From an optimization exercise on the open Yosys and OpenROAD flow, aimed at small area, a short achievable clock period and few clock cycles per item; shortcuts taken in it are not production practice. The RTL was checked by simulation tests, not by an equivalence proof against the original design. Power figures rest on the tool's default switching activity, not on a simulated workload.

==> flow/design.v <==
package lwd_pkg;
    localparam int TIME_W = 32;
    localparam logic [TIME_W-1:0] TMO0_RST     = 32'd6000;
    localparam logic [TIME_W-1:0] TMO1_RST     = 32'd6000;
    localparam logic [TIME_W-1:0] TMO2_RST     = 32'd10000;
    localparam logic [TIME_W-1:0] COOLDOWN_RST = 32'd900000;
endpackage
module lwd_late_a
(
    input  logic [31:0] now_n,    
    input  logic [31:0] t,
    input  logic [31:0] lim,
    output logic [6:0]  part      
);
    function automatic logic [1:0] gp16(input logic [15:0] g, input logic [15:0] p);
        logic [15:0] gg;
        logic [15:0] pp;
        gg = g;
        pp = p;
        for (int w = 8; w >= 1; w = w / 2)
        begin
            for (int i = 0; i < w; i++)
            begin
                gg[i] = gg[2*i+1] | (pp[2*i+1] & gg[2*i]);
                pp[i] = pp[2*i+1] & pp[2*i];
            end
        end
        gp16 = {gg[0], pp[0]};
    endfunction
    logic [31:0] s;
    logic [31:0] c;
    logic [31:0] b;
    logic [31:0] kg, kp, wg, wp;
    logic [1:0]  k0, k1, w0, w1;
    assign s  = lim ^ t ^ now_n;
    assign c  = (lim & t) | (lim & now_n) | (t & now_n);
    assign b  = {c[30:0], 1'b1};
    assign kg = s & b;                    
    assign kp = s | b;
    assign wg = t & now_n;                
    assign wp = t | now_n;
    assign k0 = gp16(kg[15:0], kp[15:0]);
    assign k1 = gp16(kg[31:16], kp[31:16]);
    assign w0 = gp16(wg[15:0], wp[15:0]);
    assign w1 = gp16(wg[31:16], wp[31:16]);
    assign part = {c[31], k1, k0[1], w1, w0[1]};
endmodule
module lwd_late_b
(
    input  logic [6:0] part,
    output logic       late
);
    logic k;
    logic wrap;
    assign k    = part[5] | (part[4] & part[3]);
    assign wrap = part[2] | (part[1] & part[0]);
    assign late = wrap ? !(part[6] & k) : !(part[6] | k);
endmodule
import lwd_pkg::*;
module multi_module_liveness_watchdog_core
(
    input  logic        clk,
    input  logic        rst_n,
    input  logic        item_valid,
    output logic        item_stall,
    input  logic        command,
    input  logic [1:0]  module_req,
    input  logic [31:0] now_ms,
    output logic        result_valid,
    input  logic        result_stall,
    output logic        reboot,
    output logic [1:0]  reboot_module,
    output logic [2:0]  error_mask,
    output logic [1:0]  remembered_failure,
    input  logic        cfg_valid,
    output logic        cfg_ready,
    input  logic [1:0]  cfg_index,
    input  logic [31:0] cfg_data
);
    logic [31:0] tmo0_reg, tmo1_reg, tmo2_reg, cdn_reg;
    logic [31:0] kick0_reg, kick1_reg, kick2_reg;
    logic [31:0] start_reg;
    logic        deg_reg;         
    logic [1:0]  fail_reg;
    logic        iv_reg;
    logic        icmd_reg;
    logic [1:0]  imr_reg;
    logic [31:0] inown_reg;       
    logic        v2_reg;
    logic        pk_reg;
    logic        cmd2_reg;
    logic [1:0]  mr2_reg;
    logic [31:0] now2n_reg;       
    logic [6:0]  p0_reg, p1_reg, p2_reg, pc_reg;
    logic [3:0]  qv_reg;
    logic [7:0]  q0_reg;
    logic [3:0]  q1_reg, q2_reg, q3_reg;
    logic        stall_reg;
    logic        accept;
    logic        commit;
    logic        repl;
    logic        adv;
    logic        cap_keep;
    logic [6:0]  p0, p1, p2, pc;
    logic [2:0]  late2_reg;
    logic        cool2_reg;
    logic [2:0]  rbv;
    logic        dc;
    logic        late_f;
    logic        fvalid;
    logic        rb;
    logic [1:0]  rbmod;
    logic        deg_n;
    logic [1:0]  fail_n;
    logic        deg_eff;
    logic [2:0]  mask_n;
    logic [7:0]  res_n;
    logic [3:0]  resc_n;
    logic [7:0]  q1_dec;
    logic        kw0, kw1, kw2, rbw;
    logic        iv_n, v2_n, pk_n;
    logic        shift;
    logic [3:0]  qv_n;
    logic        full_n;
    assign cfg_ready  = 1'b1;
    assign item_stall = stall_reg;
    assign accept     = item_valid && !stall_reg;
    lwd_late_a u_a0 (.now_n(inown_reg), .t(kick0_reg), .lim(tmo0_reg), .part(p0));
    lwd_late_a u_a1 (.now_n(inown_reg), .t(kick1_reg), .lim(tmo1_reg), .part(p1));
    lwd_late_a u_a2 (.now_n(inown_reg), .t(kick2_reg), .lim(tmo2_reg), .part(p2));
    lwd_late_a u_ac (.now_n(inown_reg), .t(start_reg), .lim(cdn_reg),  .part(pc));
    lwd_late_b u_b0 (.part(p0_reg), .late(late2_reg[0]));
    lwd_late_b u_b1 (.part(p1_reg), .late(late2_reg[1]));
    lwd_late_b u_b2 (.part(p2_reg), .late(late2_reg[2]));
    lwd_late_b u_bc (.part(pc_reg), .late(cool2_reg));
    assign dc     = deg_reg && cool2_reg;
    assign rbv[0] = late2_reg[0] && (fail_reg != 2'd0 || dc);
    assign rbv[1] = late2_reg[1] && (fail_reg != 2'd1 || dc);
    assign rbv[2] = late2_reg[2] && (fail_reg != 2'd2 || dc);
    assign fvalid = (fail_reg != 2'd3);
    assign late_f = late2_reg[fail_reg];
    always_comb
    begin
        rb    = cmd2_reg && (rbv != 3'b000);
        rbmod = !cmd2_reg ? 2'd0 : rbv[0] ? 2'd0 : rbv[1] ? 2'd1 : rbv[2] ? 2'd2 : 2'd0;
        if (!cmd2_reg)
        begin
            fail_n = fail_reg;
            deg_n  = deg_reg;
        end
        else if (rbv != 3'b000)
        begin
            fail_n = rbmod;
            deg_n  = 1'b0;
        end
        else
        begin
            fail_n = (fvalid && !late_f) ? 2'd3 : fail_reg;
            deg_n  = fvalid && late_f;
        end
        mask_n = deg_n ? ((fail_n == 2'd0) ? 3'b001 : (fail_n == 2'd1) ? 3'b010 : 3'b100) : 3'b000;
        res_n  = {rb, rbmod, mask_n, fail_n};
        resc_n = {rb, deg_n, fail_n};
    end
    assign q1_dec = {q1_reg[3], q1_reg[3] ? q1_reg[1:0] : 2'd0,
                     !q1_reg[2] ? 3'b000 : (q1_reg[1:0] == 2'd0) ? 3'b001 : (q1_reg[1:0] == 2'd1) ? 3'b010 : 3'b100,
                     q1_reg[1:0]};
    assign commit   = v2_reg;
    assign repl     = commit && rb && iv_reg && icmd_reg;
    assign adv      = iv_reg && !repl;
    assign cap_keep = iv_reg && !adv;
    assign deg_eff  = commit ? deg_n : deg_reg;
    assign iv_n = pk_reg || cap_keep || (accept && !repl);
    assign v2_n = adv;
    assign pk_n = repl && accept;
    assign shift = qv_reg[0] && !result_stall;
    assign qv_n  = shift ? ({1'b0, qv_reg[3:1]} | ({4{commit}} & qv_reg & ~{1'b0, qv_reg[3:1]}))
                         : (qv_reg | ({4{commit}} & ~qv_reg & {qv_reg[2:0], 1'b1}));
    assign full_n = qv_n[3] || (qv_n[2] && (iv_reg || pk_reg || accept))
                  || (qv_n[1] && iv_reg && (pk_reg || accept));
    assign rbw = commit && rb;
    assign kw0 = iv_reg && !icmd_reg && imr_reg == 2'd0;
    assign kw1 = iv_reg && !icmd_reg && imr_reg == 2'd1;
    assign kw2 = iv_reg && !icmd_reg && imr_reg == 2'd2;
    always_ff @(posedge clk or negedge rst_n)
    begin
        if (!rst_n)
        begin
            tmo0_reg  <= TMO0_RST;
            tmo1_reg  <= TMO1_RST;
            tmo2_reg  <= TMO2_RST;
            cdn_reg   <= COOLDOWN_RST;
            kick0_reg <= '0;
            kick1_reg <= '0;
            kick2_reg <= '0;
            deg_reg   <= 1'b0;
            fail_reg  <= 2'd3;
            iv_reg    <= 1'b0;
            v2_reg    <= 1'b0;
            pk_reg    <= 1'b0;
            qv_reg    <= 4'b0000;
            stall_reg <= 1'b0;
        end
        else
        begin
            if (cfg_valid)
            begin
                case (cfg_index)
                    2'd0: tmo0_reg <= cfg_data;
                    2'd1: tmo1_reg <= cfg_data;
                    2'd2: tmo2_reg <= cfg_data;
                    default: cdn_reg <= cfg_data;
                endcase
            end
            if (kw0)
                kick0_reg <= ~inown_reg;
            else if (rbw)
                kick0_reg <= ~now2n_reg;
            if (kw1)
                kick1_reg <= ~inown_reg;
            else if (rbw)
                kick1_reg <= ~now2n_reg;
            if (kw2)
                kick2_reg <= ~inown_reg;
            else if (rbw)
                kick2_reg <= ~now2n_reg;
            if (commit)
            begin
                deg_reg  <= deg_n;
                fail_reg <= fail_n;
            end
            iv_reg    <= iv_n;
            v2_reg    <= v2_n;
            pk_reg    <= pk_n;
            qv_reg    <= qv_n;
            stall_reg <= pk_n || full_n;
        end
    end
    always_ff @(posedge clk)
    begin
        if (adv && !deg_eff)
        begin
            start_reg <= ~inown_reg;
        end
        if (!cap_keep)
        begin
            if (pk_reg)
            begin
                icmd_reg <= cmd2_reg;
                imr_reg  <= mr2_reg;
                inown_reg <= now2n_reg;
            end
            else
            begin
                icmd_reg <= command;
                imr_reg  <= module_req;
                inown_reg <= ~now_ms;
            end
        end
        if (repl)
        begin
            cmd2_reg <= command;
            mr2_reg  <= module_req;
            now2n_reg <= ~now_ms;
        end
        else
        begin
            cmd2_reg  <= icmd_reg;
            mr2_reg   <= imr_reg;
            now2n_reg <= inown_reg;
        end
        p0_reg <= p0;
        p1_reg <= p1;
        p2_reg <= p2;
        pc_reg <= pc;
        if (shift)
        begin
            q0_reg <= qv_reg[1] ? q1_dec : res_n;
            q1_reg <= qv_reg[2] ? q2_reg : resc_n;
            q2_reg <= qv_reg[3] ? q3_reg : resc_n;
            q3_reg <= resc_n;
        end
        else
        begin
            if (!qv_reg[0]) q0_reg <= res_n;
            if (!qv_reg[1]) q1_reg <= resc_n;
            if (!qv_reg[2]) q2_reg <= resc_n;
            if (!qv_reg[3]) q3_reg <= resc_n;
        end
    end
    assign result_valid       = qv_reg[0];
    assign {reboot, reboot_module, error_mask, remembered_failure} = q0_reg;
endmodule
clock: 7.0 ns
lec_check: 0
abc_area: 1
cap_margin: 20
core_margin: 2
core_utilization: 40
cts_cluster_diameter: 60
cts_cluster_size: 30
setup_slack_margin: 4.5
slew_margin: 20
tns_end_percent: 100
standard.sh (not shown) runs the stock make flow with config.mk's settings and CLKGATE_MAP_FILE= SYNTH_SCRIPT=/design/flow/synth_recipe.tcl, a recipe that flattens the netlist after the stock synthesis.
==> flow/flow/run.sh <==
#!/bin/bash
# The standard layout (the standard.sh), with clock tree synthesis options
# of our own (no dummy loads for balancing, larger sink clusters) and the
# smallest buffer on each port; repair resizes port buffers where timing needs.
export CTS_ARGS="-sink_clustering_enable -repair_clock_nets -sink_clustering_size 35 -sink_clustering_max_diameter 70 -dont_use_dummy_load"
export BUFFER_PORTS_ARGS="-buffer_cell sky130_fd_sc_hd__buf_1"
bash standard.sh > standard.log 2>&1
Testbench counts at the start, summed over its fixed seeds: cycles 12,035, items 12,000.
Then changed:
==> flow/flow/run.sh (replaced) <==
#!/bin/bash
# The standard layout (the standard.sh), with clock tree synthesis options
# of our own (no dummy loads for balancing, larger sink clusters) and the
# smallest buffer on each port; repair resizes port buffers where timing needs.
export CTS_ARGS="-sink_clustering_enable -repair_clock_nets -sink_clustering_size 40 -sink_clustering_max_diameter 80 -dont_use_dummy_load"
export BUFFER_PORTS_ARGS="-buffer_cell sky130_fd_sc_hd__buf_1"
bash standard.sh > standard.log 2>&1
CORE_UTILIZATION = 60   (was 40)
PLACE_DENSITY = 0.7   (was default)
Result: The new run went through all stages and came out clean; cell area drops by 1.4%; sequential power hardly moves; worst setup slack stays flat; via count climbs by 1.3%; total power drops by 0.91%; wire length drops by about 3.3%; critical path depth climbs by 9; synthesized area stays the same; final cell count drops by 6.9%; combinational power climbs by about 2%.
Then changed:
==> flow/flow/run.sh (replaced) <==
#!/bin/bash
# The standard layout (the standard.sh), with clock tree synthesis options
# of our own (no dummy loads for balancing, larger sink clusters) and the
# smallest buffer on each port; repair resizes port buffers where timing needs.
export CTS_ARGS="-sink_clustering_enable -repair_clock_nets -sink_clustering_size 30 -sink_clustering_max_diameter 90 -dont_use_dummy_load"
export BUFFER_PORTS_ARGS="-buffer_cell sky130_fd_sc_hd__buf_1"
bash standard.sh > standard.log 2>&1
CORE_UTILIZATION = 40   (was 60)
PLACE_DENSITY = default   (was 0.7)
What happened:
- wire length came out higher by 3.2%
- register-to-register slack improves by 0.12 ns
- synthesized cell count is unchanged
- power came out lower by 1.3%
Then changed:
==> flow/flow/run.sh (replaced) <==
#!/bin/bash
# The standard layout (the standard.sh), with clock tree synthesis options
# of our own (no dummy loads for balancing, larger sink clusters) and the
# smallest buffer on each port; repair resizes port buffers where timing needs.
export CTS_ARGS="-sink_clustering_enable -repair_clock_nets -sink_clustering_size 35 -sink_clustering_max_diameter 70 -dont_use_dummy_load"
export BUFFER_PORTS_ARGS="-buffer_cell sky130_fd_sc_hd__buf_1"
bash standard.sh > standard.log 2>&1
SYNTH_HIERARCHICAL = 1   (was default)
SYNTH_MINIMUM_KEEP_SIZE = 0   (was default)
=> Setup slack is worse by 0.054 ns; via count goes up by a few percent; wire length goes up slightly.
Then changed:
==> flow/flow/run.sh (replaced) <==
#!/bin/bash
# The standard layout (the standard.sh), with clock tree synthesis options
# of our own (no dummy loads for balancing, larger sink clusters) and the
# smallest buffer on each port; repair resizes port buffers where timing needs.
export CTS_ARGS="-sink_clustering_enable -repair_clock_nets -sink_clustering_size 40 -sink_clustering_max_diameter 80 -dont_use_dummy_load -num_static_layers 0 -distance_between_buffers 400 -branching_point_buffers_distance 400"
export BUFFER_PORTS_ARGS="-buffer_cell sky130_fd_sc_hd__buf_1"
bash standard.sh > standard.log 2>&1
SYNTH_HIERARCHICAL = default   (was 1)
SYNTH_MINIMUM_KEEP_SIZE = default   (was 0)
Outcome: Clock-buffer cell count drops by 4; fmax climbs by 2.2%; sequential power drops by about 4%; hold slack barely changes; power drops by 6.5%; clock skew climbs by 0.0072 ns; die area drops by 6.9%; sequential cell count stays the same; design area drops by 4.6%; sequential share of layout area climbs by 1.9 points; setup slack improves by 0.055 ns.
Then changed:
==> flow/flow/run.sh (replaced) <==
#!/bin/bash
# The standard layout (the standard.sh), with clock tree synthesis options
# of our own (no dummy loads for balancing, larger sink clusters) and the
# smallest buffer on each port; repair resizes port buffers where timing needs.
export CTS_ARGS="-sink_clustering_enable -repair_clock_nets -sink_clustering_size 25 -sink_clustering_max_diameter 110 -dont_use_dummy_load"
export BUFFER_PORTS_ARGS="-buffer_cell sky130_fd_sc_hd__buf_1"
bash standard.sh > standard.log 2>&1
Via count fell by about 0.56%.
Design area is lower by about 1.1%.
Total power goes down by about 3%.
Non-clock buffer count came out lower by 3.
Worst setup slack improved by 0.0099 ns.
Global-route usage went down by 0.16 points.
Clock-buffer cell count went down by 8.
Area after synthesis stays the same.
Combinational power decreases by about 1%.

## port drivers added, routing unchanged
No port has a modelled driver above. Below, the same layouts with a new extraction and two added sets of constraints. Step 1 sets driving cells, clkbuf_16 on the clock port and buf_2 on the other inputs (assumed; they add their load-dependent delay and slew). Step 2 moves the port delays by t, midway between the first and last clock arrival at a register: inputs arrive t later, outputs are due t later. That takes back most of the time a late clock gives input paths. a / b / c = no drivers / after step 1 / after step 2; a / b = the first two.
run	shift t [ns]	setup WS [ns]	worst setup path after step 2	worst slew at a driven data input, ns
the first run	0.651	4.471 / 4.414 / 4.038	input to register	0.07
the second run	0.612	4.473 / 4.441 / 4.016	input to register	0.05
the third run	0.614	4.486 / 4.430 / 4.046	input to register	0.07
the fourth run	0.659	4.432 / 4.375 / 4.107	input to register	0.05
the fifth run	0.629	4.487 / 4.428 / 4.057	input to register	0.07
the sixth run	0.603	4.497 / 4.440 / 4.097	input to register	0.07
After both steps setup and hold are still met in every run listed. For the second run, which loses most, drivers alone change the setup slack by -0.032 ns; drivers and shift together by -0.457 ns.
